Source: an optimization exercise on an open RTL-to-GDS flow (aim: small area, a short achievable clock period and few clock cycles). Production flows keep margins and buffers that such runs may drop.
The RTL was checked by simulation tests, not by an equivalence proof against the original design.

== run A ==
// conv_layer_top
module conv_layer_top (
  input  wire                                 clk,
  input  wire                                 reset,
  input  wire                                 ld_req,
  input  wire [4-1:0]              ld_addr,
  input  wire [4*16-1:0]  ld_data,
  input  wire                                 start_req,
  input  wire [4-1:0]              rd_addr,
  output logic                                ld_ack,
  output logic                                start_ack,
  output logic [4*16-1:0] rd_data
);
  logic        ld_we, m_ld, inject, zero_s, skip_sel, slow, busy, busy_rd;
  logic [3:0]  rc_pos;
  logic [15:0] rc_sel;
  logic        m_we, u_we;
  logic [3:0]  m_waddr, u_waddr;
  logic [59:0] m_wdata, m_rdata;
  logic [71:0] u_wdata, u_rdata;
  layer_sequencer u_seq (
    .clk       (clk),
    .reset     (reset),
    .ld_req    (ld_req),
    .ld_addr   (ld_addr),
    .start_req (start_req),
    .busy      (busy),
    .busy_rd   (busy_rd),
    .ld_ack    (ld_ack),
    .start_ack (start_ack),
    .ld_we     (ld_we),
    .m_ld      (m_ld),
    .inject    (inject),
    .zero_s    (zero_s),
    .skip_sel  (skip_sel),
    .slow      (slow),
    .rc_pos    (rc_pos),
    .rc_sel    (rc_sel)
  );
  mac_array u_mac (
    .clk      (clk),
    .reset    (reset),
    .ld_we    (ld_we),
    .ld_addr  (ld_addr),
    .ld_data  (ld_data),
    .m_ld     (m_ld),
    .inject   (inject),
    .rc_pos   (rc_pos),
    .rc_m     (m_rdata),
  ...
Size: ~11,000 cells after synthesis, ~2,900 flip-flops, roughly 140 I/O pins, about 130,000 sq um of cells after synthesis.
==> flow/config.mk <==
export PLATFORM = sky130hd
export DESIGN_NAME = conv_layer_top
export DESIGN_NICKNAME = conv_layer_top
export VERILOG_FILES = /design/flow/design.v
export SDC_FILE = /design/flow/constraint.sdc
export NUM_CORES = 4
export LEC_CHECK = 0
export ABC_AREA = 1
export ABC_CLOCK_PERIOD_IN_PS = 4000
export CAP_MARGIN = 20
export CORE_MARGIN = 2
export CORE_UTILIZATION = 40
export CTS_BUF_LIST = sky130_fd_sc_hd__clkbuf_8 sky130_fd_sc_hd__clkbuf_16
export CTS_CLUSTER_DIAMETER = 60
export CTS_CLUSTER_SIZE = 20
export PLACE_DENSITY = 0.6
export SETUP_SLACK_MARGIN = 5
export SLEW_MARGIN = 20
==> flow/constraint.sdc <==
create_clock -name core_clock -period 11.0 [get_ports {clk}]
set_input_delay 2.2000 -clock core_clock [delete_from_list [all_inputs] [get_ports {clk}]]
set_output_delay 2.2000 -clock core_clock [all_outputs]
set_load 0.01 [all_outputs]
standard.sh (not shown) runs the stock make flow with config.mk's settings and CLKGATE_MAP_FILE= SYNTH_SCRIPT=/design/flow/synth_recipe.tcl, a recipe that flattens the netlist after the stock synthesis.
==> flow/flow/run.sh <==
#!/bin/bash
set -euo pipefail
MARGIN=7
sed -e "s/ SETUP_SLACK_MARGIN=[0-9.]*//" -e "s/ \"\${@:-finish}\"/ SETUP_SLACK_MARGIN=${MARGIN} \"\${@:-finish}\"/" standard.sh > standard_margin.sh
grep -q "SETUP_SLACK_MARGIN=${MARGIN}" standard_margin.sh
bash standard_margin.sh > standard.log 2>&1
Run A finished end to end and its layout was clean on timing, DRC and antenna.
Testbench counts of run A, summed over its fixed seeds: cycles 3,264.
What run B does differently from run A at the input level:
# run A
export LEC_CHECK = 0
export ABC_AREA = 1
export ABC_CLOCK_PERIOD_IN_PS = 4000
export CAP_MARGIN = 20
export CORE_MARGIN = 2
export CORE_UTILIZATION = 40
export CTS_BUF_LIST = sky130_fd_sc_hd__clkbuf_8 sky130_fd_sc_hd__clkbuf_16
export CTS_CLUSTER_DIAMETER = 60
export CTS_CLUSTER_SIZE = 20
export PLACE_DENSITY = 0.6
export SETUP_SLACK_MARGIN = 5
export SLEW_MARGIN = 20
create_clock -name core_clock -period 11.0 [get_ports {clk}]
# run B
export LEC_CHECK = 0
export ABC_CLOCK_PERIOD_IN_PS = 4000
export CAP_MARGIN = 20
export CORE_MARGIN = 2
export CORE_UTILIZATION = 40
export CTS_BUF_LIST = sky130_fd_sc_hd__clkbuf_8 sky130_fd_sc_hd__clkbuf_16
export CTS_CLUSTER_DIAMETER = 60
export CTS_CLUSTER_SIZE = 20
export PLACE_DENSITY = 0.6
export SETUP_SLACK_MARGIN = 5
export SLEW_MARGIN = 20
create_clock -name core_clock -period 11.0 [get_ports {clk}]
diff --git a/flow/flow/run.sh b/flow/flow/run.sh
--- a/flow/flow/run.sh
+++ b/flow/flow/run.sh
@@ -3,2 +3,3 @@
 MARGIN=7
+export BUFFER_PORTS_ARGS="-buffer_cell sky130_fd_sc_hd__buf_4"
 sed -e "s/ SETUP_SLACK_MARGIN=[0-9.]*//" -e "s/ \"\${@:-finish}\"/ SETUP_SLACK_MARGIN=${MARGIN} \"\${@:-finish}\"/" standard.sh > standard_margin.sh
--- outcome ---
Run B: flow completed, timing, DRC and antenna clean
For run A, the most frequent standard cell in the layout excluding fill and tap cells was sky130_fd_sc_hd__nand2_1, unlike run B, where it was sky130_fd_sc_hd__edfxtp_1.
Fraction of the core area covered by cells at the end of the flow (run B over run A): decrease, 0.52 points
The critical path depth reported for run B is greater than that of run A by 5.
Run B against run A: sequential share of layout area went up 2.7 points; smallest setup slack after layout went up 0.062 ns; met3 usage went up 1.6 points.
Compared with run A, run B ends up with a smaller final cell area.
Run B vs run A: via count down
> inputs changed (run B -> run C)
# run B
export LEC_CHECK = 0
export ABC_CLOCK_PERIOD_IN_PS = 4000
export CAP_MARGIN = 20
export CORE_MARGIN = 2
export CORE_UTILIZATION = 40
export CTS_BUF_LIST = sky130_fd_sc_hd__clkbuf_8 sky130_fd_sc_hd__clkbuf_16
export CTS_CLUSTER_DIAMETER = 60
export CTS_CLUSTER_SIZE = 20
export PLACE_DENSITY = 0.6
export SETUP_SLACK_MARGIN = 5
export SLEW_MARGIN = 20
create_clock -name core_clock -period 11.0 [get_ports {clk}]
# run C
export LEC_CHECK = 0
export ABC_CLOCK_PERIOD_IN_PS = 4000
export CAP_MARGIN = 20
export CORE_MARGIN = 2
export CORE_UTILIZATION = 60
export CTS_BUF_LIST = sky130_fd_sc_hd__clkbuf_8 sky130_fd_sc_hd__clkbuf_16
export CTS_CLUSTER_DIAMETER = 60
export CTS_CLUSTER_SIZE = 20
export PLACE_DENSITY = 0.72
export SETUP_SLACK_MARGIN = 5
export SLEW_MARGIN = 20
create_clock -name core_clock -period 11.0 [get_ports {clk}]
--- outcome ---
- Going from run B to run C, cell row count -37, placer congestion estimate +6.3%.
- Run C closes out successfully: all stages finished, all timing, DRC and antenna checks passed.
- Run C vs run B: first-pass GRT wire length down

[afterwards: timing with drivers on the ports]
The flow's constraints put no driver on any port. The routed layouts listed below were extracted and timed again, unchanged, in two steps. Step 1, drivers: a clkbuf_16 drives clk and a buf_2 each remaining input, both assumed. Step 2 times the ports against the registers' clock, not the clock port: input delays grow and output delays shrink by t, the midpoint of the rising clock arrivals with the driver on. Slacks: ideal / step 1 / step 2; pairs: ideal / step 1.
run	shift t [ns]	setup slack, ns	clock arrival spread, ns
run A	1.026	6.968 / 6.926 / 6.001	0.093 / 0.093
run B	1.010	7.030 / 6.930 / 5.968	0.109 / 0.109
run C	0.964	6.935 / 6.945 / 6.009	0.058 / 0.059
After both steps every run listed still meets setup and hold. The setup slack of run B, which loses most, moves by -0.100 ns with the drivers and by -1.062 ns with both steps.
